From an optimization exercise on the open Yosys and OpenROAD flow, aimed at small area and few clock cycles per item; shortcuts taken in it are not production practice.
Where RTL was checked, it was by simulation tests only, not by an equivalence proof against the original.

==> inputs of violet <==
## gaze_smoothed_zoom_crop_top
module gaze_smoothed_zoom_crop_top (
	input  wire logic                                 clk,
	input  wire logic                                 arst_n,
	input  wire logic                                 gaze_valid,
	output wire logic                                 gaze_ready,
	input  wire logic signed [gszc_pkg::GAZE_W-1:0]   gaze_x,
	input  wire logic signed [gszc_pkg::GAZE_W-1:0]   gaze_y,
	input  wire logic                                 cfg_valid,
	output wire logic                                 cfg_ready,
	input  wire logic [gszc_pkg::CFG_IDX_W-1:0]       cfg_index,
	input  wire logic [gszc_pkg::CROP_W-1:0]          cfg_data,
	output wire logic                                 result_valid,
	input  wire logic                                 result_ready,
	output logic signed [gszc_pkg::GAZE_W-1:0]        result_center_x,
	output logic signed [gszc_pkg::GAZE_W-1:0]        result_center_y,
	output logic        [gszc_pkg::CROP_W-1:0]        result_crop_width,
	output logic        [gszc_pkg::CROP_W-1:0]        result_crop_height,
	output logic signed [gszc_pkg::CORNER_W-1:0]      result_corner_x,
	output logic signed [gszc_pkg::CORNER_W-1:0]      result_corner_y
);
	localparam int GW  = gszc_pkg::GAZE_W;
	localparam int CW  = gszc_pkg::CROP_W;
	localparam int KW  = gszc_pkg::CORNER_W;
	localparam int LEN = gszc_pkg::WINDOW_LEN;
	localparam int SW  = 17;                  
	localparam int MW  = 14;                  
	localparam int PW  = 19;                  
	localparam logic [SW-1:0] SBIAS = SW'(40960);
	logic [CW-1:0] min_w_q, max_w_q, min_h_q, max_h_q;
	assign cfg_ready = 1'b1;
	always_ff @(posedge clk or negedge arst_n) begin
		if (!arst_n) begin
			min_w_q <= CW'(gszc_pkg::MIN_CROP_W_RST);
  ...
export LEC_CHECK = 0
export CAP_MARGIN = 20
export CORE_MARGIN = 2
export CORE_UTILIZATION = 40
export CTS_CLUSTER_DIAMETER = 100
export CTS_CLUSTER_SIZE = 30
export SLEW_MARGIN = 20
export SYNTH_HIERARCHICAL = 1
export SYNTH_MINIMUM_KEEP_SIZE = 0
create_clock -name core_clock -period 9.0 [get_ports {clk}]
run.sh (not shown) runs the stock make flow with config.mk's settings and CLKGATE_MAP_FILE= SYNTH_SCRIPT=/design/flow/synth_recipe.tcl, a recipe that flattens the netlist after the stock synthesis.
==> inputs of ember, as changes to violet <==
--- a/flow/design.v
+++ b/flow/design.v
@@ -80,18 +80,120 @@
 			endcase
 		end
 	end
 	logic [CW:0]   df_w, df_h;
 	logic          neg_w, neg_h;
 	logic [CW-1:0] mag_w, mag_h;
-	assign df_w  = {1'b0, min_w_q} - {1'b0, max_w_q};
-	assign df_h  = {1'b0, min_h_q} - {1'b0, max_h_q};
-	assign neg_w = df_w[CW];
-	assign neg_h = df_h[CW];
-	assign mag_w = df_w[CW-1:0] ^ {CW{neg_w}};
-	assign mag_h = df_h[CW-1:0] ^ {CW{neg_h}};
+	wire wdf_1, wdf_2;
+	gszc_ha u_wdf_1 (.a(min_w_q[0]), .b(~max_w_q[0]), .s(wdf_1), .co(wdf_2));
+	wire wdf_3, wdf_4;
+	gszc_ha u_wdf_3 (.a(min_w_q[1]), .b(~max_w_q[1]), .s(wdf_3), .co(wdf_4));
+	wire wdf_5, wdf_6;
+	gszc_ha u_wdf_5 (.a(min_w_q[2]), .b(~max_w_q[2]), .s(wdf_5), .co(wdf_6));
+	wire wdf_7, wdf_8;
+	gszc_ha u_wdf_7 (.a(min_w_q[3]), .b(~max_w_q[3]), .s(wdf_7), .co(wdf_8));
+	wire wdf_9, wdf_10;
+	gszc_ha u_wdf_9 (.a(min_w_q[4]), .b(~max_w_q[4]), .s(wdf_9), .co(wdf_10));
+	wire wdf_11, wdf_12;
+	gszc_ha u_wdf_11 (.a(min_w_q[5]), .b(~max_w_q[5]), .s(wdf_11), .co(wdf_12));
+	wire wdf_13, wdf_14;
+	gszc_ha u_wdf_13 (.a(min_w_q[6]), .b(~max_w_q[6]), .s(wdf_13), .co(wdf_14));
+	wire wdf_15, wdf_16;
+	gszc_ha u_wdf_15 (.a(min_w_q[7]), .b(~max_w_q[7]), .s(wdf_15), .co(wdf_16));
+	wire wdf_17, wdf_18;
+	gszc_ha u_wdf_17 (.a(min_w_q[8]), .b(~max_w_q[8]), .s(wdf_17), .co(wdf_18));
+	wire wdf_19, wdf_20;
+	gszc_ha u_wdf_19 (.a(min_w_q[9]), .b(~max_w_q[9]), .s(wdf_19), .co(wdf_20));
+	wire wdf_21, wdf_22;
+	gszc_ha u_wdf_21 (.a(min_w_q[10]), .b(~max_w_q[10]), .s(wdf_21), .co(wdf_22));
+	wire wdf_23, wdf_24;
+	gszc_ha u_wdf_23 (.a(min_w_q[11]), .b(~max_w_q[11]), .s(wdf_23), .co(wdf_24));
+	wire wdf_25, wdf_26;
+	gszc_ha u_wdf_25 (.a(wdf_1), .b(1'b1), .s(wdf_25), .co(wdf_26));
+	wire wdf_27, wdf_28;
+	gszc_fa u_wdf_27 (.a(wdf_3), .b(wdf_2), .c(wdf_26), .s(wdf_27), .co(wdf_28));
+	wire wdf_29, wdf_30;
+	gszc_fa u_wdf_29 (.a(wdf_5), .b(wdf_4), .c(wdf_28), .s(wdf_29), .co(wdf_30));
+	wire wdf_31, wdf_32;
+	gszc_fa u_wdf_31 (.a(wdf_7), .b(wdf_6), .c(wdf_30), .s(wdf_31), .co(wdf_32));
+	wire wdf_33, wdf_34;
+	gszc_fa u_wdf_33 (.a(wdf_9), .b(wdf_8), .c(wdf_32), .s(wdf_33), .co(wdf_34));
+	wire wdf_35, wdf_36;
+	gszc_fa u_wdf_35 (.a(wdf_11), .b(wdf_10), .c(wdf_34), .s(wdf_35), .co(wdf_36));
+	wire wdf_37, wdf_38;
+	gszc_fa u_wdf_37 (.a(wdf_13), .b(wdf_12), .c(wdf_36), .s(wdf_37), .co(wdf_38));
+	wire wdf_39, wdf_40;
+	gszc_fa u_wdf_39 (.a(wdf_15), .b(wdf_14), .c(wdf_38), .s(wdf_39), .co(wdf_40));
+	wire wdf_41, wdf_42;
+	gszc_fa u_wdf_41 (.a(wdf_17), .b(wdf_16), .c(wdf_40), .s(wdf_41), .co(wdf_42));
+	wire wdf_43, wdf_44;
+	gszc_fa u_wdf_43 (.a(wdf_19), .b(wdf_18), .c(wdf_42), .s(wdf_43), .co(wdf_44));
+	wire wdf_45, wdf_46;
+	gszc_fa u_wdf_45 (.a(wdf_21), .b(wdf_20), .c(wdf_44), .s(wdf_45), .co(wdf_46));
+	wire wdf_47, wdf_48;
+	gszc_fa u_wdf_47 (.a(wdf_23), .b(wdf_22), .c(wdf_46), .s(wdf_47), .co(wdf_48));
+	wire wdf_49, wdf_50;
+	gszc_fa u_wdf_49 (.a(1'b1), .b(wdf_24), .c(wdf_48), .s(wdf_49), .co(wdf_50));
+	assign df_w = {wdf_49, wdf_47, wdf_45, wdf_43, wdf_41, wdf_39, wdf_37, wdf_35, wdf_33, wdf_31, wdf_29, wdf_27, wdf_25};
+	wire hdf_1, hdf_2;
+	gszc_ha u_hdf_1 (.a(min_h_q[0]), .b(~max_h_q[0]), .s(hdf_1), .co(hdf_2));
+	wire hdf_3, hdf_4;
+	gszc_ha u_hdf_3 (.a(min_h_q[1]), .b(~max_h_q[1]), .s(hdf_3), .co(hdf_4));
+	wire hdf_5, hdf_6;
+	gszc_ha u_hdf_5 (.a(min_h_q[2]), .b(~max_h_q[2]), .s(hdf_5), .co(hdf_6));
+	wire hdf_7, hdf_8;
+	gszc_ha u_hdf_7 (.a(min_h_q[3]), .b(~max_h_q[3]), .s(hdf_7), .co(hdf_8));
+	wire hdf_9, hdf_10;
+	gszc_ha u_hdf_9 (.a(min_h_q[4]), .b(~max_h_q[4]), .s(hdf_9), .co(hdf_10));
+	wire hdf_11, hdf_12;
+	gszc_ha u_hdf_11 (.a(min_h_q[5]), .b(~max_h_q[5]), .s(hdf_11), .co(hdf_12));
+	wire hdf_13, hdf_14;
+	gszc_ha u_hdf_13 (.a(min_h_q[6]), .b(~max_h_q[6]), .s(hdf_13), .co(hdf_14));
+	wire hdf_15, hdf_16;
+	gszc_ha u_hdf_15 (.a(min_h_q[7]), .b(~max_h_q[7]), .s(hdf_15), .co(hdf_16));
+	wire hdf_17, hdf_18;
+	gszc_ha u_hdf_17 (.a(min_h_q[8]), .b(~max_h_q[8]), .s(hdf_17), .co(hdf_18));
+	wire hdf_19, hdf_20;
+	gszc_ha u_hdf_19 (.a(min_h_q[9]), .b(~max_h_q[9]), .s(hdf_19), .co(hdf_20));
+	wire hdf_21, hdf_22;
+	gszc_ha u_hdf_21 (.a(min_h_q[10]), .b(~max_h_q[10]), .s(hdf_21), .co(hdf_22));
+	wire hdf_23, hdf_24;
+	gszc_ha u_hdf_23 (.a(min_h_q[11]), .b(~max_h_q[11]), .s(hdf_23), .co(hdf_24));
+	wire hdf_25, hdf_26;
+	gszc_ha u_hdf_25 (.a(hdf_1), .b(1'b1), .s(hdf_25), .co(hdf_26));
+	wire hdf_27, hdf_28;
+	gszc_fa u_hdf_27 (.a(hdf_3), .b(hdf_2), .c(hdf_26), .s(hdf_27), .co(hdf_28));
+	wire hdf_29, hdf_30;
+	gszc_fa u_hdf_29 (.a(hdf_5), .b(hdf_4), .c(hdf_28), .s(hdf_29), .co(hdf_30));
+	wire hdf_31, hdf_32;
+	gszc_fa u_hdf_31 (.a(hdf_7), .b(hdf_6), .c(hdf_30), .s(hdf_31), .co(hdf_32));
+	wire hdf_33, hdf_34;
+	gszc_fa u_hdf_33 (.a(hdf_9), .b(hdf_8), .c(hdf_32), .s(hdf_33), .co(hdf_34));
+	wire hdf_35, hdf_36;
+	gszc_fa u_hdf_35 (.a(hdf_11), .b(hdf_10), .c(hdf_34), .s(hdf_35), .co(hdf_36));
+	wire hdf_37, hdf_38;
+	gszc_fa u_hdf_37 (.a(hdf_13), .b(hdf_12), .c(hdf_36), .s(hdf_37), .co(hdf_38));
+	wire hdf_39, hdf_40;
+	gszc_fa u_hdf_39 (.a(hdf_15), .b(hdf_14), .c(hdf_38), .s(hdf_39), .co(hdf_40));
+	wire hdf_41, hdf_42;
+	gszc_fa u_hdf_41 (.a(hdf_17), .b(hdf_16), .c(hdf_40), .s(hdf_41), .co(hdf_42));
+	wire hdf_43, hdf_44;
+	gszc_fa u_hdf_43 (.a(hdf_19), .b(hdf_18), .c(hdf_42), .s(hdf_43), .co(hdf_44));
+	wire hdf_45, hdf_46;
+	gszc_fa u_hdf_45 (.a(hdf_21), .b(hdf_20), .c(hdf_44), .s(hdf_45), .co(hdf_46));
+	wire hdf_47, hdf_48;
+	gszc_fa u_hdf_47 (.a(hdf_23), .b(hdf_22), .c(hdf_46), .s(hdf_47), .co(hdf_48));
+	wire hdf_49, hdf_50;
+	gszc_fa u_hdf_49 (.a(1'b1), .b(hdf_24), .c(hdf_48), .s(hdf_49), .co(hdf_50));
+	assign df_h = {hdf_49, hdf_47, hdf_45, hdf_43, hdf_41, hdf_39, hdf_37, hdf_35, hdf_33, hdf_31, hdf_29, hdf_27, hdf_25};
+	always_ff @(posedge clk) begin
+		neg_w <= df_w[CW];
+		neg_h <= df_h[CW];
+		mag_w <= df_w[CW-1:0] ^ {CW{df_w[CW]}};
+		mag_h <= df_h[CW-1:0] ^ {CW{df_h[CW]}};
+	end
 	logic v_s1, v_s2, v_s3, v_s4;
 	logic rdy_s1, rdy_s2, rdy_s3, rdy_s4;
 	assign rdy_s4 = !v_s4 || result_ready;
 	assign rdy_s3 = !v_s3 || rdy_s4;
 	assign rdy_s2 = !v_s2 || rdy_s3;
 	assign rdy_s1 = !v_s1 || rdy_s2;
- ABC_AREA: default -> 1
==> summary.txt <==
The area of the die is around 110,000 sq um. The flow ran to the end and the layout has no timing, DRC or antenna violations. The sequential cell area is roughly 15,000 sq um. Summed over all nets, wire length on met2 after detailed routing comes to 45.7 mm. The met3 wirelength from detailed routing came out at 3.72 mm.

Across all setup checks in the final design, the least slack found is 0.448 ns. The final weighted congestion in routability-driven placement came out at between 0.8 and 0.9.
The numbers above come from violet.

==> summary.txt <==
After detailed routing, the met3 layer carries ~4.6 mm of wire. The setup slack of the critical path after layout came out at between 0.8 and 0.9 ns. The run finished with no timing, DRC or antenna violations. The area of the die came out at 114,000 sq um. The sequential cell area came out at roughly 16,000 sq um. The detailed-routed wire length on met2 is around 50 mm.
The numbers above come from ember.

Testbench counts of ember, summed over its fixed seeds: cycles 9,632, items 9,528.
Function not checked in violet: the RTL went through the layout flow alone.

[static timing again, ports no longer ideal]
Ports are ideal in the flow. The routed layouts listed here were re-timed in OpenROAD.
Step 1 sets driving cells, clkbuf_16 on the clock port and buf_2 on the other inputs (assumed; they add their load-dependent delay and slew).
Step 2, shift: input delay + t, output delay - t, t = (earliest + latest rising clock arrival at the registers) / 2. This alone moves slack from input paths to output paths.
Slacks: no drivers / after step 1 / after step 2; pairs: no drivers / after step 1.
run	shift t [ns]	setup slack, ns	latest minus earliest clock arrival (ns)
violet	0.684	0.448 / 0.448 / 0.448	0.033 / 0.034
ember	0.692	0.833 / 0.833 / 0.833	0.041 / 0.042
After both steps setup and hold are still met in every run listed.
